From an optimization exercise on the open Yosys and OpenROAD flow, aimed at small area; shortcuts taken in it are not production practice. Function was checked by simulation only, so behaviour that the tests miss may differ from the original. Power and IR drop assume default switching activity.

## flow/run.sh

```bash
#!/bin/bash
# synth_recipe.tcl (not shown) runs the flow's synth.tcl, then flattens the netlist and writes it again
# the make line also repeats each setting of config.mk as NAME=value (left out here)
make -C /OpenROAD-flow-scripts/flow DESIGN_CONFIG=/design/flow/config.mk WORK_HOME=/design/flow/orfs CLKGATE_MAP_FILE= SYNTH_SCRIPT=/design/flow/synth_recipe.tcl finish
```

## flow/config.mk

```make
export PLATFORM = sky130hd
export DESIGN_NAME = reg_bank_rw
export DESIGN_NICKNAME = reg_bank_rw
export VERILOG_FILES = /design/flow/design.v
export SDC_FILE = /design/flow/constraint.sdc
export NUM_CORES = 4
export LEC_CHECK = 0
export CAP_MARGIN = 20
export CORE_MARGIN = 2
export CORE_UTILIZATION = 40
export SETUP_SLACK_MARGIN = 0.2
export SLEW_MARGIN = 20
```

## flow/constraint.sdc

```tcl
create_clock -name core_clock -period 8.0 [get_ports {clk}]
set_input_delay 1.6000 -clock core_clock [delete_from_list [all_inputs] [get_ports {clk}]]
set_output_delay 1.6000 -clock core_clock [all_outputs]
set_load 0.01 [all_outputs]
```

## flow/design.v

```verilog
module reg_bank_rw #(
  parameter int                 DATA_W   = 32,
  parameter logic [DATA_W-1:0]  SP_RESET = DATA_W'(227),
  parameter logic [DATA_W-1:0]  RA_RESET = DATA_W'(0)
) (
  input  logic              clk,
  input  logic              reset,
  input  logic              RegWrite,
  input  logic [4:0]        WriteReg,
  input  logic [DATA_W-1:0] WriteData,
  input  logic [4:0]        ReadReg1,
  input  logic [4:0]        ReadReg2,
  input  logic              LoadAB,
  output logic [DATA_W-1:0] ReadData1,
  output logic [DATA_W-1:0] ReadData2,
  output logic [DATA_W-1:0] A_out,
  output logic [DATA_W-1:0] B_out,
  output logic              UninitRead
);
  localparam logic [31:0] MASK_RESET = 32'hA000_0001;
  logic [DATA_W-1:0] regs_r [32];
  logic [31:0]       written_r;
  logic [DATA_W-1:0] a_r;
  logic [DATA_W-1:0] b_r;
  logic              uninit_r;
  logic              write_en_s;
  logic              bypass1_s;
  logic              bypass2_s;
  logic [DATA_W-1:0] rd1_s;
  logic [DATA_W-1:0] rd2_s;
  logic              uninit1_s;
  logic              uninit2_s;
  function automatic logic [DATA_W-1:0] reset_value(input logic [4:0] idx);
    case (idx)
      5'd29:   reset_value = SP_RESET;
      5'd31:   reset_value = RA_RESET;
      default: reset_value = '0;
    endcase
  endfunction
  always_comb begin
    write_en_s = RegWrite && (WriteReg != 5'd0);
    bypass1_s  = write_en_s && (WriteReg == ReadReg1);
    bypass2_s  = write_en_s && (WriteReg == ReadReg2);
    rd1_s      = '0;
    rd2_s      = '0;
    if (ReadReg1 == 5'd0) begin
      rd1_s = '0;
    end else if (bypass1_s) begin
      rd1_s = WriteData;
    end else begin
      rd1_s = regs_r[ReadReg1];
    end
    if (ReadReg2 == 5'd0) begin
      rd2_s = '0;
    end else if (bypass2_s) begin
      rd2_s = WriteData;
    end else begin
      rd2_s = regs_r[ReadReg2];
    end
    uninit1_s = !written_r[ReadReg1] && !bypass1_s;
    uninit2_s = !written_r[ReadReg2] && !bypass2_s;
  end
  always_ff @(posedge clk) begin
    if (reset) begin
      for (int i = 0; i < 32; i++) begin
        regs_r[i] <= reset_value(5'(i));
      end
      written_r <= MASK_RESET;
    end else if (write_en_s) begin
      regs_r[WriteReg]    <= WriteData;
      written_r[WriteReg] <= 1'b1;
    end
  end
  always_ff @(posedge clk) begin
    if (reset) begin
      a_r      <= '0;
      b_r      <= '0;
      uninit_r <= 1'b0;
    end else if (LoadAB) begin
      a_r <= rd1_s;
      b_r <= rd2_s;
      if (uninit1_s || uninit2_s) begin
        uninit_r <= 1'b1;
      end
    end
  end
  assign ReadData1  = rd1_s;
  assign ReadData2  = rd2_s;
  assign A_out      = a_r;
  assign B_out      = b_r;
  assign UninitRead = uninit_r;
endmodule
```

==> results.py <==
metrics = {
    "timing": {
        "final-hold-violation-count": 0,
        "worst_slack_ps": 647.6,
        "finalSetupTns_ps": 0,
        "finalCritPeriodShare_pct": 91.90,
        "setup_violations": 0,
        "rsz0062_at_grt": "false",
        "min_period_ps": 7352,
        "slew_headroom_pct": 14.87,
        "slew_violations": 0,
        "whs_ps": 456.2,
        "tightest_slew_ps": 1272,
        "finClkSkew_ps": 27.07,
        "fmax_ghz": 0.1360,
    },
    "drt": {
        "via_per_inst": 6.420,
        "dr.pass1.iters": 6,
        "antenna_left": 0,
        "drc": 0,
        "vias": 39570,
        "routedWlPerCell_um": 36.38,
        "drtIter0Drc": 5775,
        "drt_wl_total_um": 224200,
    },
    "clock_tree": {
        "cts_root_buffer": "clkbuf_16",
        "clock_sinks": 1121,
        "clock_latency_ps": 770,
        "cts_setup_buffers": 0,
        "cts_hold_buffers": 0,
        "htreeDepth": 3,
        "clk_pin_slew_ps": 60,
        "cts_buffers": 121,
        "cts_tree": "yes",
        "clk_path_buf_depth": 3,
        "cts_resized": 0,
    },
    "worst_setup_path": {
        "r2r_start": "regs_r[27][22]",
        "cp-start-kind": "input pin",
        "crit_fanout": 21,
        "worstRegToRegCells": 4,
        "end_kind": "output port",
        "r2r_end": "a_r[22]",
        "cp.required_ps": 6400,
        "r2r_slack_ps": 5520,
        "startpoint": "WriteReg[0]",
        "arrival_ps": 5750,
        "crit_type": "in -> out",
    },
    "yosys": {
        "syn_inst": 4061,
        "synth_edf_count": 1024,
        "synth_top_cell_by_area": "edfxtp_1",
        "syn_area_um2": 59420,
        "synth.net_count": 4117,
        "synth.avg_cell_area_um2": 14.63,
        "yosys_warnings": 1,
        "netlist-cell-type-count": 50,
        "ys_seq_area_share_pct": 55.02,
        "synth_area_leaders": "edfxtp_1, mux4_2, and2_1",
        "synthArstFlopShare_pct": 0,
        "synth_common_cells": "edfxtp_1, and2_1, mux4_2, clkbuf_1, mux2i_1",
        "synth_top_area_share_pct": 51.75,
        "synth-seq-cells": 1121,
        "synth_top_flop_cell": "edfxtp_1",
        "synth_most_common_cell": "edfxtp_1",
    },
    "global_routing": {
        "grt_pass1_vias": 38570,
        "track_usage_pct": 29.30,
        "antenna_found_initial": 28,
        "grt_pass1_wl_um": 309200,
        "grt_overflow": 0,
        "grt_max_degree": 71,
    },
    "place": {
        "place.gp.congestion": 0.8962,
        "io_buffers": 179,
        "dp_slack_ps": 536.8,
        "place_inst": 5932,
        "placed_area_um2": 64030,
        "hpwl_um": 137100,
    },
    "floorplanning": {
        "die_height_um": 389.4,
        "die_area_um2": 151700,
        "coreArea_um2": 147700,
        "pin_count": 180,
        "rows": 141,
        "initial_core_util_pct": 40.24,
        "die_w_um": 389.4,
    },
    "cells_and_area": {
        "finalNonFillerCells": 6163,
        "layout.nets": 4182,
        "ff_latch_area_um2": 32690,
        "fin_area_um2": 67800,
        "fillers": 12780,
        "multiInputGateArea_um2": 25380,
        "area_growth_pct": 14.10,
        "drive_gt1_share_pct": 24.11,
        "utilization_pct": 45.92,
    },
    "power": {
        "vdd_ir_drop_max_v": 0.0001802,
        "total_power_mw": 14.36,
        "power_density_nw_per_um2": 211.7,
        "p_leak_nw": 23.12,
    },
    "worst_hold_path": {
        "hold_path_class": "reg -> reg",
        "worstHoldStart": "b_r[4]",
        "hold_path_depth": 2,
        "holdPathEnd": "b_r[4]",
    },
    "outcome": {
        "status": "complete, no violations",
    },
    "job": {
        "cap_violations": 0,
    },
}
-- worst max-delay path, stage by stage --
cell,delay (ps)
clkdlybuf4s50_1,670
inv_1,110
ha_1,260
and2_1,160
ha_1,180
nand2b_1,210
nor4_1,360
nand2_1,200
nand2_2,880
o21ai_0,510
clkdlybuf4s50_1,600
-- how the worst max path moves through the flow --
stage | endpoint | depth (start not counted)
after floorplan | regs_r[13][0] | 11
after global placement | ReadData2[20] | 10
after detailed placement | ReadData2[20] | 10
after CTS | ReadData2[20] | 10
after global routing | ReadData1[24] | 11
final | ReadData1[23] | 11
-- layout make-up --
type,instances,share of cell area [%]
Clock inverter,66,0.7345
Tap cell,1930,3.562
Inverter,6,0.03322
Timing Repair Buffer,369,5.202
Clock buffer,158,4.794
Sequential cell,1121,48.22
Antenna cell,6,0.02214
Multi-Input combinational cell,2507,37.44
-- state kept, by name, summed over array words and instances (netlist names) --
name       flops
uninit_r       1
written_r     32
regs_r      1024
a_r           32
b_r           32
-- layer usage --
layer | wire [um] | global-route usage, %
met3 | 30070 | 9.473
met1 | 85300 | 39.71
met2 | 99460 | 43.96
met4 | 9291 | 11.04
met5 | 92 | 0
-- power by group --
part           internal, mW  total (mW)  switching [mW]
Sequential             6.71        6.88           0.172
Clock                  3.01        5.46            2.45
Combinational         0.865        2.01            1.14
-- logic make-up after synthesis --
family / share of synthesized area [%]
simple gates: 13.24
flops: 55.02
mux: 24.26
buf+inv: 3.342
compound gates: 3.860
xor+xnor: 0.1769
fa+ha+maj: 0.1053
-- placed cells by master, fill, tap and decap left out, types with 6 or more instances in the layout --
cell type and count:
and2_1 1023, a21oi_1 98, mux2_2 34, clkdlybuf4s50_1 162, clkinv_2 21, clkinv_1 29, a211oi_1 11, edfxtp_1 1024
buf_4 167, nand3_1 30, nand2b_1 14, buf_2 9, clkbuf_1 32, or3_1 7, a31oi_1 14, and3_1 9
a22oi_1 51, nor3_1 9, buf_12 20, nor2_4 33, nand4_1 16, xor2_1 9, o21ai_4 32, mux2i_1 196
nor2_1 56, o21ai_1 42, clkbuf_16 124, diode_2 6, nand2_1 97, a32o_1 7, o21ai_0 45, mux4_2 536
nor2b_1 29, dfxtp_1 97, o22ai_1 58

==> separate check: timing with driven ports <==
The flow's constraints put no driver on any port. The routed layout listed below was extracted and timed again, unchanged, in two steps. Step 1 sets driving cells, clkbuf_16 on the clock port and buf_2 on the other inputs (assumed; they add their load-dependent delay and slew). Step 2 times the ports against the registers' clock, not the clock port: input delays grow and output delays shrink by t, the midpoint of the rising clock arrivals with the driver on. a / b / c = ideal / step 1 / step 2; a / b = the first two.
shift t [ns]: 0.835
slack for setup (ns): 0.648 / 0.620 / 0.620
worst setup path at the end: input to output
clock arrival spread, ns: 0.035 / 0.035
worst register clock-pin slew, ns: 0.07 / 0.07
After both steps this run still meets setup and hold. For this run, drivers alone change the setup slack by -0.028 ns; drivers and shift together by -0.028 ns.
